Source: an optimization exercise on an open RTL-to-GDS flow (aim: small area). Production flows keep margins and buffers that such runs may drop. At most, simulation tests tie the RTL to the original design; equivalence was not proved.

job 101:
==> flow/design.v <==
`timescale 1ns/1ps
`default_nettype none
module vis_accumulator (
  input  logic        vis_clock,
  input  logic        vis_reset,
  input  logic        restart,     
  input  logic        sig_valid_i,
  input  logic [3:0]  sig_idata_i,
  input  logic [3:0]  sig_qdata_i,
  input  logic [5:0]  pend,        
  input  logic [5:0]  sel,         
  output logic [11:0] word_o       
);
  localparam logic [11:0] BASE_A = {2'd2, 2'd1, 2'd1, 2'd0, 2'd0, 2'd0};
  localparam logic [11:0] BASE_B = {2'd3, 2'd3, 2'd2, 2'd3, 2'd2, 2'd1};
  logic [5:0] inc_f;
  logic [5:0] inc_g;
  logic [5:0] cnt_f [6];
  logic [5:0] cnt_g [6];
  logic [3:0] x;
  assign x = sig_idata_i ^ sig_qdata_i;
  always_comb begin
    for (int k = 0; k < 6; k++) begin
      logic ai, aq, bi, bq, bw;
      ai = sig_idata_i[BASE_A[2*k +: 2]];
      aq = sig_qdata_i[BASE_A[2*k +: 2]];
      bi = sig_idata_i[BASE_B[2*k +: 2]];
      bq = sig_qdata_i[BASE_B[2*k +: 2]];
      bw = !x[BASE_A[2*k +: 2]] && x[BASE_B[2*k +: 2]];   
      inc_f[k] = sig_valid_i && !(aq ^ bq ^ bw);
      inc_g[k] = sig_valid_i && (ai ^ bi ^ bw);
    end
  end
  genvar gk;
  generate
    for (gk = 0; gk < 6; gk++) begin : g_base
      localparam int PW = (gk == 5) ? 4 : 3;
      logic [PW-1:0] pnd_f;
      logic [PW-1:0] pnd_g;
      logic          take;
      logic          hold;
      assign take = sel[gk] || restart;
      assign hold = pend[gk] && !sel[gk];
      always_ff @(posedge vis_clock) begin
        cnt_f[gk] <= (take ? 6'(pnd_f) : cnt_f[gk]) + 6'(inc_f[gk] && !hold);
        cnt_g[gk] <= (take ? 6'(pnd_g) : cnt_g[gk]) + 6'(inc_g[gk] && !hold);
        if (vis_reset || !pend[gk]) begin
          pnd_f <= '0;
          pnd_g <= '0;
        end else begin
          pnd_f <= pnd_f + PW'(inc_f[gk]);
          pnd_g <= pnd_g + PW'(inc_g[gk]);
        end
      end
    end
  endgenerate
  always_comb begin
    word_o = '0;
    for (int k = 0; k < 6; k++) begin
      word_o = word_o | ({cnt_f[k], cnt_g[k]} & {12{sel[k]}});
    end
  end
endmodule
`default_nettype wire
`timescale 1ns/1ps
`default_nettype none
module vis_fifo #(
  parameter int W = 13
) (
  input  logic        vis_clock,
  input  logic        vis_reset,
  input  logic        wr_i,
  input  logic [W-1:0] word_i,
  input  logic        ready_i,
  output logic        valid_o,
  output logic [W-1:0] word_o,     
  output logic        overflow_o
);
  logic [W-1:0] sh [8];
  logic [3:0]  count;
  logic        full;
  logic        push;
  logic        pop;
  assign full    = count[3];   
  assign valid_o = (count != 4'd0);
  assign push    = wr_i && !full;
  assign pop     = valid_o && ready_i;
  assign word_o  = sh[3'(count - 1'b1)];
  always_ff @(posedge vis_clock) begin
    if (push) begin
      sh[0] <= word_i;
      for (int i = 1; i < 8; i++) sh[i] <= sh[i-1];
    end
  end
  always_ff @(posedge vis_clock) begin
    if (vis_reset) begin
      count      <= '0;
      overflow_o <= 1'b0;
    end else begin
      count <= count + 4'(push) - 4'(pop);
      if (wr_i && full) overflow_o <= 1'b1;
    end
  end
endmodule
`default_nettype wire
`timescale 1ns/1ps
`default_nettype none
module byte_serializer (
  input  logic        vis_clock,
  input  logic        vis_reset,
  input  logic        valid_i,
  input  logic [11:0] word_i,      
  input  logic        m_tready_i,
  output logic        ready_o,
  output logic        m_tvalid_o,
  output logic [7:0]  m_tdata_o,
  output logic        m_tlast_o
);
  logic        busy;
  logic [2:0]  idx;
  logic [10:0] sc;
  logic [11:0] sw;
  logic        slast;
  logic [6:0]  dv;
  assign ready_o = !busy;
  always_ff @(posedge vis_clock) begin
    if (vis_reset) begin
      busy <= 1'b0;
      idx  <= '0;
    end else if (valid_i && !busy) begin
      busy <= 1'b1;   
    end else if (busy && m_tready_i) begin
      idx <= idx + 1'b1;
      if (idx == 3'd7) busy <= 1'b0;
    end
  end
  always_ff @(posedge vis_clock) begin
    if (valid_i && !busy) {sc, slast} <= word_i;
  end
  assign sw = sc[10] ? {sc[9], sc[9] ? 5'd0 : sc[4:0], sc[8], sc[8] ? 5'd0 : sc[4:0]}
                     : {1'b0, sc[9:5], 1'b0, sc[4:0]};
  logic [6:0] sum;
  assign sum = {1'b0, sw[11:6]} + ({1'b0, sw[5:0]} ^ {7{idx[2]}}) + 7'(idx[2]);
  assign dv  = idx[2] ? sum : {sum[6:5] - 2'd1, sum[4:0]};
  assign m_tvalid_o = busy;
  assign m_tdata_o  = (idx[1:0] == 2'd0) ? {dv, 1'b0} : {8{dv[6]}};
  assign m_tlast_o  = busy && slast && (idx == 3'd7);
endmodule
`default_nettype wire
`timescale 1ns/1ps
`default_nettype none
module toy_correlator (
  input  logic       vis_clock,
  input  logic       vis_reset,
  input  logic       sig_valid_i,
  input  logic [3:0] sig_idata_i,
  input  logic [3:0] sig_qdata_i,
  input  logic       m_tready_i,
  output logic       vis_start_o,
  output logic       vis_frame_o,
  output logic       m_tvalid_o,
  output logic [7:0] m_tdata_o,
  output logic       m_tlast_o,
  output logic       vis_overflow_o
);
  logic [2:0] wcnt;      
  logic [1:0] blk;       
  logic       restart;   
  logic       block_done;
  logic       frame_end;
  assign block_done = sig_valid_i && (wcnt == 3'd7);
  assign frame_end  = block_done && (blk == 2'd3) && !vis_reset;
  assign restart = !vis_frame_o && (wcnt == 3'd0);
  always_ff @(posedge vis_clock) begin
    if (vis_reset) begin
      wcnt        <= '0;
      blk         <= '0;
      vis_start_o <= 1'b0;
      vis_frame_o <= 1'b0;
    end else begin
      if (sig_valid_i) wcnt <= wcnt + 1'b1;
      if (block_done) blk <= blk + 1'b1;
      vis_start_o <= block_done && !vis_frame_o;
      if (block_done) vis_frame_o <= 1'b1;
    end
  end
  logic [6:0] pend;
  logic [2:0] ph;
  logic       strobe;
  logic [5:0] sel;
  logic       wr;
  assign strobe = pend[6] && (ph == 3'd1);
  assign wr     = strobe && !pend[0];
  always_comb begin
    for (int k = 0; k < 6; k++) sel[k] = strobe && pend[k+1] && !pend[k];
  end
  always_ff @(posedge vis_clock) begin
    ph <= frame_end ? 3'd0 : ph + 1'b1;
    if (vis_reset) begin
      pend <= '0;
    end else if (frame_end) begin
      pend <= '1;
    end else if (strobe) begin
      pend <= {pend[5:0], 1'b0};
    end
  end
  logic [11:0] acc_word;
  logic [10:0] acc_code;
  logic        x5, y5;
  logic        q_valid;
  logic        q_ready;
  logic [11:0] q_code;
  assign x5       = acc_word[11];
  assign y5       = acc_word[5];
  assign acc_code = {x5 || y5,
                     x5 || (acc_word[10] && !y5), y5 || acc_word[9], acc_word[8:6] & {3{!y5}},
                     y5 ? acc_word[10:6] : acc_word[4:0]};
  vis_accumulator u_accum (
    .vis_clock   (vis_clock),
    .vis_reset   (vis_reset),
    .restart     (restart),
    .sig_valid_i (sig_valid_i),
    .sig_idata_i (sig_idata_i),
    .sig_qdata_i (sig_qdata_i),
    .pend        (pend[6:1]),
    .sel         (sel),
    .word_o      (acc_word)
  );
  vis_fifo #(.W(12)) u_fifo (
    .vis_clock  (vis_clock),
    .vis_reset  (vis_reset),
    .wr_i       (wr),
    .word_i     ({acc_code, sel[5]}),
    .ready_i    (q_ready),
    .valid_o    (q_valid),
    .word_o     (q_code),
    .overflow_o (vis_overflow_o)
  );
  byte_serializer u_serializer (
    .vis_clock  (vis_clock),
    .vis_reset  (vis_reset),
    .valid_i    (q_valid),
    .word_i     (q_code),
    .m_tready_i (m_tready_i),
    .ready_o    (q_ready),
    .m_tvalid_o (m_tvalid_o),
    .m_tdata_o  (m_tdata_o),
    .m_tlast_o  (m_tlast_o)
  );
endmodule
`default_nettype wire
clock: 6.0 ns
lec_check: 0
cap_margin: 0
core_margin: 2
core_utilization: 70
slew_margin: 0
standard.sh (not shown) runs the stock make flow with config.mk's settings and CLKGATE_MAP_FILE= SYNTH_SCRIPT=/design/flow/synth_recipe.tcl, a recipe that flattens the netlist after the stock synthesis.
==> flow/flow/run.sh <==
#!/bin/bash
# Own synthesis (flow/synth.tcl: the standard one with an area-oriented ABC
# mapping), then the standard layout from the synthesized netlist, with the
# smallest buffer on each port and a clock tree without dummy loads.
set -euo pipefail
W=$(pwd)
export OWN_ABC_SCRIPT="$W/flow/area.abc"
export BUFFER_PORTS_ARGS="-buffer_cell sky130_fd_sc_hd__buf_1"
export CTS_ARGS="-sink_clustering_enable -repair_clock_nets -sink_clustering_size 10 -sink_clustering_max_diameter 45 -buf_list sky130_fd_sc_hd__clkbuf_4 -dont_use_dummy_load"
sed -e "s#SYNTH_SCRIPT=[^ ]*#SYNTH_SCRIPT=$W/flow/synth.tcl#" standard.sh > own_synth.sh
bash own_synth.sh synth > synth.log 2>&1
bash standard.sh > standard.log 2>&1
==> flow/flow/area.abc <==
strash
dch
amap -F 20 -A 40
mfs2
strash
dch
amap -F 20 -A 40
mfs2
strash
dch
amap -F 20 -A 40
==> flow/flow/synth.tcl <==
# synth_recipe.tcl (the standard synthesis), with the final ABC mapping run for
# area and the arithmetic left to ABC instead of fixed half/full-adder cells.
# Flip-flops are mapped before ABC runs, so the registers, their names and
# cell types are those of the standard synthesis.
proc synth {args} { yosys synth -nofsm -noshare {*}$args }
proc extract_fa {args} { }
proc abc {args} {
  foreach o {-script -D} {
    set i [lsearch -exact $args $o]
    if { $i >= 0 } { set args [lreplace $args $i [expr {$i + 1}]] }
  }
  yosys abc {*}$args -script $::env(OWN_ABC_SCRIPT)
}
source $::env(SCRIPTS_DIR)/synth.tcl
# left out here: clear keep_hierarchy, flatten, clean up, hide names made inside functions, write 1_2_yosys.v
Setup changes, job 101 to job 102
diff --git a/flow/design.v b/flow/design.v
--- a/flow/design.v
+++ b/flow/design.v
@@ -1,12 +1,12 @@
 `timescale 1ns/1ps
 `default_nettype none
 module vis_accumulator (
   input  logic        vis_clock,
   input  logic        vis_reset,
-  input  logic        restart,     
+  input  logic        rst_d,       
   input  logic        sig_valid_i,
   input  logic [3:0]  sig_idata_i,
   input  logic [3:0]  sig_qdata_i,
   input  logic [5:0]  pend,        
   input  logic [5:0]  sel,         
   output logic [11:0] word_o       
@@ -36,13 +36,13 @@
     for (gk = 0; gk < 6; gk++) begin : g_base
       localparam int PW = (gk == 5) ? 4 : 3;
       logic [PW-1:0] pnd_f;
       logic [PW-1:0] pnd_g;
       logic          take;
       logic          hold;
-      assign take = sel[gk] || restart;
+      assign take = sel[gk] || rst_d;
       assign hold = pend[gk] && !sel[gk];
       always_ff @(posedge vis_clock) begin
         cnt_f[gk] <= (take ? 6'(pnd_f) : cnt_f[gk]) + 6'(inc_f[gk] && !hold);
         cnt_g[gk] <= (take ? 6'(pnd_g) : cnt_g[gk]) + 6'(inc_g[gk] && !hold);
         if (vis_reset || !pend[gk]) begin
           pnd_f <= '0;
@@ -162,19 +162,19 @@
   output logic [7:0] m_tdata_o,
   output logic       m_tlast_o,
   output logic       vis_overflow_o
 );
   logic [2:0] wcnt;      
   logic [1:0] blk;       
-  logic       restart;   
+  logic       rst_d;     
   logic       block_done;
   logic       frame_end;
   assign block_done = sig_valid_i && (wcnt == 3'd7);
   assign frame_end  = block_done && (blk == 2'd3) && !vis_reset;
-  assign restart = !vis_frame_o && (wcnt == 3'd0);
-  always_ff @(posedge vis_clock) begin
+  always_ff @(posedge vis_clock) begin
+    rst_d <= vis_reset;
     if (vis_reset) begin
       wcnt        <= '0;
       blk         <= '0;
       vis_start_o <= 1'b0;
       vis_frame_o <= 1'b0;
     end else begin
@@ -215,13 +215,13 @@
   assign acc_code = {x5 || y5,
                      x5 || (acc_word[10] && !y5), y5 || acc_word[9], acc_word[8:6] & {3{!y5}},
                      y5 ? acc_word[10:6] : acc_word[4:0]};
   vis_accumulator u_accum (
     .vis_clock   (vis_clock),
     .vis_reset   (vis_reset),
-    .restart     (restart),
+    .rst_d       (rst_d),
     .sig_valid_i (sig_valid_i),
     .sig_idata_i (sig_idata_i),
     .sig_qdata_i (sig_qdata_i),
     .pend        (pend[6:1]),
     .sel         (sel),
     .word_o      (acc_word)
==> comparison <==
Job 102 — number of placed instances with taps included 41 lower, job 101 as reference. Against job 101 as the reference, job 102 delivers a lower count of buffer and inverter cells on the critical path. Looking at longest individual stage delay on the worst path, job 102 sits 70 ps lower than job 101 does. Job 102 and job 101 ended up with roughly the same number of flops mapped to enable cells by yosys. The first-iteration DRC count in job 102 is 0.949 times that in job 101.
No functional check of the RTL was part of job 101.

separate check: timing with driven ports:
Ports are ideal in the flow. The routed layouts listed here were re-timed in OpenROAD.
Step 1 (the two cells are an assumption about what drives the block):
set clk [get_ports {vis_clock}]
set_driving_cell -lib_cell sky130_fd_sc_hd__clkbuf_16 $clk
set_driving_cell -lib_cell sky130_fd_sc_hd__buf_2 [delete_from_list [all_inputs] $clk]
Step 2 times the ports against the registers' clock, not the clock port: input delays grow and output delays shrink by t, the midpoint of the rising clock arrivals with the driver on.
Three values: no drivers, after step 1, after step 2; two values: the first two.
run	shift t [ns]	setup slack, ns	latest minus earliest clock arrival (ns)
job 101	0.674	0.978 / 0.940 / 1.614	0.053 / 0.054
job 102	0.677	1.133 / 1.096 / 1.773	0.067 / 0.066
After both steps setup and hold are still met in every run listed.
